Context: an optimization exercise on an open-source flow, tuned for small area and a short achievable clock period. The choices shown serve that exercise and are no tape-out recipe.
No activity file was given, so power comes from the tool's default toggle rates.

the reference run:
==> flow/design.v (excerpt) <==
module stepper_speed_ramp_controller (
	input  wire logic                clk,
	input  wire logic                arst_n,
	input  wire logic                psel,
	input  wire logic                penable,
	input  wire logic                pwrite,
	input  wire logic [ADDR_W-1:0]   paddr,
	input  wire logic [DATA_W-1:0]   pwdata,
	output logic      [DATA_W-1:0]   prdata,
	output logic                     pready,
	input  wire logic                in_valid,
	output logic                     in_ready,
	input  wire logic [OP_W-1:0]     op,
	input  wire logic [PULSE_W-1:0]  count_value,
	input  wire logic [LEVEL_FW-1:0] level_index,
	input  wire logic [WORD_W-1:0]   level_reload,
	input  wire logic [WORD_W-1:0]   level_dwell,
	output logic                     out_valid,
	input  wire logic                out_ready,
	output logic      [WORD_W-1:0]   reload_out,
	output logic      [LEVEL_FW-1:0] speed_level,
	output logic      [PHASE_W-1:0]  ramp_state,
	output logic                     running,
	output logic      [POS_W-1:0]    position,
	output logic                     on_position
);
export LEC_CHECK = 0
export ABC_CLOCK_PERIOD_IN_PS = 3700
export CAP_MARGIN = 20
export CORE_MARGIN = 2
export CORE_UTILIZATION = 40
export CTS_BUF_LIST = sky130_fd_sc_hd__clkbuf_16
export CTS_CLUSTER_DIAMETER = 100
export CTS_CLUSTER_SIZE = 30
export SETUP_SLACK_MARGIN = 3.8
export SLEW_MARGIN = 20
create_clock -name core_clock -period 7.5 [get_ports {clk}]
standard.sh (not shown) runs the stock make flow with config.mk's settings and CLKGATE_MAP_FILE= SYNTH_SCRIPT=/design/flow/synth_recipe.tcl, a recipe that flattens the netlist after the stock synthesis.
==> flow/flow/run.sh <==
#!/bin/bash
# Standard layout, with the port buffers made of buf_2 cells instead of the
# delay cells buffer_ports picks on its own.
set -euo pipefail
bash standard.sh "BUFFER_PORTS_ARGS=-buffer_cell sky130_fd_sc_hd__buf_2" finish > standard_flow.log 2>&1
The reference run completed end to end with timing, DRC and antenna clean.
The inputs of the trial run differ from those of the reference run as listed below.
--- a/flow/design.v
+++ b/flow/design.v
@@ -67,13 +67,12 @@
 	logic [WORD_W-2:0]   over_q,   over_d;
 	logic                timer_q,  timer_d;
 	logic [POS_W-1:0]    place_q,  place_d;
 	logic [PULSE_W-1:0]  pcount_q, pcount_d;
 	logic [PULSE_W-1:0]  pgoal_q,  pgoal_d;
 	logic [LEVELS-1:0]   hot_q,    hot_d;
-	logic [LEVELS-1:0]   sel_q;
 	logic                onpos_q,  onpos_d;
 	logic                out_valid_q;
 	logic [WORD_W-1:0]   reload_tab_q [LEVELS];
 	logic [WORD_W-1:0]   dwell_tab_q  [LEVELS];
 	logic                accept;
 	logic                cfg_wr;
@@ -117,14 +116,14 @@
 		endcase
 	end
 	always_comb begin
 		dwell_cur  = '0;
 		reload_cur = '0;
 		for (int i = 0; i < LEVELS; i++) begin
-			dwell_cur  = dwell_cur  | ({WORD_W{sel_q[i]}} & dwell_tab_q[i]);
-			reload_cur = reload_cur | ({WORD_W{sel_q[i]}} & reload_tab_q[i]);
+			dwell_cur  = dwell_cur  | ({WORD_W{level_q == LEVEL_FW'(i)}} & dwell_tab_q[i]);
+			reload_cur = reload_cur | ({WORD_W{hot_q[i]}} & reload_tab_q[i]);
 		end
 	end
 	assign tgt_eff    = (target_q >= LEVEL_FW'(LEVELS)) ? LEVEL_FW'(LEVELS - 1) : target_q;
 	assign dwell_next = dwell_q + WORD_W'(1);
 	assign dwell_done = dwell_q >= dwell_cur;
 	assign over_hit   = {over_q, 1'b1} >= overrun_q;
@@ -239,15 +238,12 @@
 			place_q  <= place_d;
 			pcount_q <= pcount_d;
 			pgoal_q  <= pgoal_d;
 			onpos_q  <= onpos_d;
 		end
 	end
-	always_ff @(posedge clk) begin
-		if (accept) sel_q <= hot_d;
-	end
 	for (genvar i = 0; i < LEVELS; i++) begin : g_tab
 		always_ff @(posedge clk) begin
 			if (accept && op == OP_LOAD && level_index == LEVEL_FW'(i)) begin
 				reload_tab_q[i] <= level_reload;
 				dwell_tab_q[i]  <= level_dwell;
 			end
==> run notes <==
The trial run did not stop at any stage, and its layout met the timing, design-rule and antenna checks. The share of layout cells above drive strength 1 of the trial run is higher than that of the reference run. Comparing the trial run and the reference run, the higher maximum vdd drop is on the reference run. In the tables for the trial run and the reference run, global-route usage reads higher with the trial run. The trial run vs. the reference run: relative contribution of combinational cells to total power went up by 3.2 points. | clock power | the trial run vs the reference run | better |. The cell area after synthesis on the trial run is in line with that on the reference run. Changes observed in the trial run relative to the reference run: number of clock-tree buffers in the layout decreased about 4%; total power picked up an extra 2.2%; required time of the worst setup path has increased; sequential share of layout area held; area taken by flip-flops and latches held steady. The trial run ended up with a higher number of cells on the critical path than the reference run did. Number of sequential storage elements delta (the trial run -> the reference run): insignificant. Relative to the reference run, the via count measured on the trial run has increased slightly.
Function was not checked in any run of this note: the RTL went through the layout flow alone.

-- static timing again, ports no longer ideal --
No port has a modelled driver above. Below, the same layouts with a new extraction and two added sets of constraints. Step 1 assumes that a clkbuf_16 drives the clock port and a buf_2 every other input. Step 2 also shifts input and output timing later by t, the mid clock arrival at the registers, as if the neighbouring blocks saw the same clock. Three values: no drivers, after step 1, after step 2; two values: the first two.
| run | t, ns | setup WS [ns] | worst hold slack (ns) | worst setup path after step 2 | cell pins on the clock port's net |
|---|---|---|---|---|---|
| the reference run | 0.647 | 3.789 / 3.728 / 3.416 | 0.510 / 0.510 / 0.510 | input to register | 1 |
| the trial run | 0.651 | 3.569 / 3.569 / 3.133 | 0.523 / 0.523 / 0.523 | input to register | 1 |
After both steps every run listed still meets setup and hold. The setup slack of the trial run, which loses most, moves by 0.000 ns with the drivers and by -0.436 ns with both steps.
